Context: an optimization exercise on an open-source flow, tuned for small area. The choices shown serve that exercise and are no tape-out recipe. Only simulation tests tie the RTL to the original design; equivalence was not proved. No activity file was given, so power comes from the tool's default toggle rates.

Design rgbw_led_ctrl, start of the top module:
module rgbw_led_ctrl (
    input  logic clk,
    input  logic reset,
    input  logic sclk,
    input  logic mosi,
    input  logic cs_n,
    output logic led_red,
    output logic led_green,
    output logic led_blue,
    output logic led_white
);
    logic [7:0] rx_byte;
    logic [7:0] shift_reg;
    logic       byte_done;
    logic [7:0] pwm_cnt;
    logic       wrap;
    logic       take;
    logic [7:0] red;
    logic [7:0] green;
    logic [7:0] blue;
    logic [7:0] white;
    logic [1:0] pend_mode;
    spi_byte_receiver rx_i (
        .clk       (clk),
        .reset     (reset),
        .sclk      (sclk),
        .mosi      (mosi),
        .cs_n      (cs_n),
        .rx_byte   (rx_byte),
        .shift_reg (shift_reg),
        .byte_done (byte_done)
    );
    rgbw_frame_dispenser disp_i (
        .clk       (clk),
        .reset     (reset),
        .rx_byte   (rx_byte),
        .shift_reg (shift_reg),
        .byte_done (byte_done),
        .pwm_cnt   (pwm_cnt),
        .wrap      (wrap),
        .red       (red),
        .green     (green),
        .blue      (blue),
        .white     (white),
        .pend_mode (pend_mode),
        .take      (take)
    );
    rgbw_pwm pwm_i (
        .clk        (clk),
        .reset      (reset),
        .red_duty   (red),
        .green_duty (green),
        .blue_duty  (blue),
        .white_duty (white),
        .pend_mode  (pend_mode),
        .take       (take),
        .pwm_cnt    (pwm_cnt),
        .wrap       (wrap),
        .led_red    (led_red),
        .led_green  (led_green),
        .led_blue   (led_blue),
        .led_white  (led_white)
    );
endmodule
Size in the first run: about 120 flip-flops, ~9 I/O pins, roughly 0.0051 mm^2 of cells after synthesis.
Settings: LEC_CHECK=0, CAP_MARGIN=20, CORE_MARGIN=2, CORE_UTILIZATION=40, CTS_BUF_LIST=sky130_fd_sc_hd__clkbuf_4, SLEW_MARGIN=20; clock period 10.0 ns.
standard.sh (not shown) runs the stock make flow with config.mk's settings and CLKGATE_MAP_FILE= SYNTH_SCRIPT=/design/flow/synth_recipe.tcl, a recipe that flattens the netlist after the stock synthesis.
==> flow/flow/run.sh <==
#!/bin/bash
# The standard layout with two changes:
#  - clock tree synthesis adds no dummy load cells to balance leaf buffers;
#  - the port buffers are the smallest buffer, sky130_fd_sc_hd__buf_1.
set -euo pipefail
export CTS_ARGS="-sink_clustering_enable -repair_clock_nets -dont_use_dummy_load -buf_list sky130_fd_sc_hd__clkbuf_4"
export BUFFER_PORTS_ARGS="-buffer_cell sky130_fd_sc_hd__buf_1"
bash standard.sh finish > standard.log 2>&1
Edit:
==> flow/flow/run.sh (replaced) <==
#!/bin/bash
# The standard layout with three changes:
#  - clock tree synthesis adds no dummy load cells to balance leaf buffers;
#  - the port buffers are the smallest buffer, sky130_fd_sc_hd__buf_1;
#  - global route's repair step downsizes gates with slack to spare.
set -euo pipefail
export CTS_ARGS="-sink_clustering_enable -repair_clock_nets -dont_use_dummy_load -buf_list sky130_fd_sc_hd__clkbuf_4"
export BUFFER_PORTS_ARGS="-buffer_cell sky130_fd_sc_hd__buf_1"
export RECOVER_POWER=100
bash standard.sh finish > standard.log 2>&1
- The new run finished but failed the layout checks on capacitance limit, slew limit
- cell count does not change
- clock skew is about the same
- register-to-register slack is about the same
- global-route usage stays the same
- cell area shrinks by 0.62%
Edit:
==> flow/flow/run.sh (replaced) <==
#!/bin/bash
# The standard layout, with clock tree synthesis told not to add dummy
# load cells to balance the leaf buffers (the only change).
set -euo pipefail
export CTS_ARGS="-sink_clustering_enable -repair_clock_nets -dont_use_dummy_load -buf_list sky130_fd_sc_hd__clkbuf_4"
bash standard.sh finish > standard.log 2>&1
With this change the flow produced a clean layout.
Maximum frequency barely changes.
Worst setup slack got worse by 0.016 ns.
Final area grows by 1.5%.
Power rises by about 0.38%.
Wire length goes down by about 1.4%.
Sequential cell count stays the same.
Non-clock buffer count stays the same.
Global-route usage barely changes.
Hold slack degrades by 0.0036 ns.
Final cell count does not change.
Clock skew is about the same.

* * *

Q:
rgbw_led_ctrl again, from the RTL that the note above started with.
// rgbw_led_ctrl
module rgbw_led_ctrl (
    input  logic clk,
    input  logic reset,
    input  logic sclk,
    input  logic mosi,
    input  logic cs_n,
    output logic led_red,
    output logic led_green,
    output logic led_blue,
    output logic led_white
);
clock: 10.0 ns
lec_check: 0
abc_area: 1
cap_margin: 20
core_margin: 2
core_utilization: 40
slew_margin: 20
==> flow/flow/run.sh <==
#!/bin/bash
# The standard layout (standard.sh, ORFS), with these changes:
#  - synthesis: ABC maps the logic with flow/abc_area.script (ABC_AREA is 1
#    in config.mk), an area-oriented script that repeats dch and map -a; and
#    no full/half-adder extraction (ADDER_MAP_FILE empty), so ABC also maps
#    the adders. Registers are mapped exactly as in the standard synthesis.
#  - clock tree synthesis adds no dummy load cells to balance leaf buffers;
#  - the port buffers are the smallest buffer, sky130_fd_sc_hd__buf_1.
# ORFS's scripts are copied unchanged except for the ABC script.
set -euo pipefail
here=$(pwd)
rm -rf "$here/orfs_scripts"
cp -r "$FLOW_HOME/scripts" "$here/orfs_scripts"
cp "$here/flow/abc_area.script" "$here/orfs_scripts/abc_area.script"
export SCRIPTS_DIR="$here/orfs_scripts"
export ADDER_MAP_FILE=""
export CTS_ARGS="-sink_clustering_enable -repair_clock_nets -dont_use_dummy_load -buf_list sky130_fd_sc_hd__clkbuf_4"
export BUFFER_PORTS_ARGS="-buffer_cell sky130_fd_sc_hd__buf_1"
bash standard.sh finish > standard.log 2>&1
==> flow/flow/abc_area.script <==
strash
dch
map -a
strash
dch
map -a
strash
dch
map -a
strash
dch
map -a
strash
dch
map -a
strash
dch
map -a
strash
dch
map -a
topo
stime -c
dnsize -c
Every stage of the flow completed for Q, and the final layout passed the timing, design-rule and antenna checks.
[inputs] T vs Q
- ABC_AREA removed (was 1)
- CTS_BUF_LIST newly set to sky130_fd_sc_hd__clkbuf_4
==> flow/run.sh (new file) <==
#!/bin/bash
# synth_recipe.tcl (not shown) runs the flow's synth.tcl, then flattens the netlist and writes it again
# the make line also repeats each setting of config.mk as NAME=value (left out here)
make -C /OpenROAD-flow-scripts/flow DESIGN_CONFIG=/design/flow/config.mk WORK_HOME=/design/flow/orfs CLKGATE_MAP_FILE= SYNTH_SCRIPT=/design/flow/synth_recipe.tcl finish
removed: flow/flow/run.sh
removed: flow/flow/abc_area.script
removed: flow/standard.sh
==> comparison <==
On clock tree buffer count of the final layout: between Q and T, it ends up lower for Q.
Q has higher maximum frequency than T.
Post-detailed-routing wire length in T is about 0.5% lower than in Q
The synthesized cell count number comes out lower for T vs Q.

[re-timing with driven ports]
The results above use ideal ports. As a check the final layouts listed here were re-extracted and re-timed, cells and wires unchanged. Step 1 assumes that a clkbuf_16 drives the clock port and a buf_2 every other input. Step 2, shift: input delay + t, output delay - t, t = (earliest + latest rising clock arrival at the registers) / 2. This alone moves slack from input paths to output paths. Three values: ideal, step 1, step 2; two values: the first two.
| run | t, ns | setup slack, ns | slew at the worst register clock pin (ns) |
|---|---|---|---|
| the first run of note 1 | 0.538 | 4.743 / 4.743 / 4.743 | 0.11 / 0.11 |
| the second run of note 1 | 0.540 | 4.742 / 4.742 / 4.742 | 0.11 / 0.11 |
| the third run of note 1 | 0.535 | 4.726 / 4.726 / 4.726 | 0.10 / 0.10 |
| Q | 0.518 | 5.589 / 5.558 / 5.337 | 0.11 / 0.11 |
| T | 0.537 | 4.721 / 4.721 / 4.721 | 0.10 / 0.10 |
For Q, which loses most, drivers alone change the setup slack by -0.031 ns; drivers and shift together by -0.252 ns.
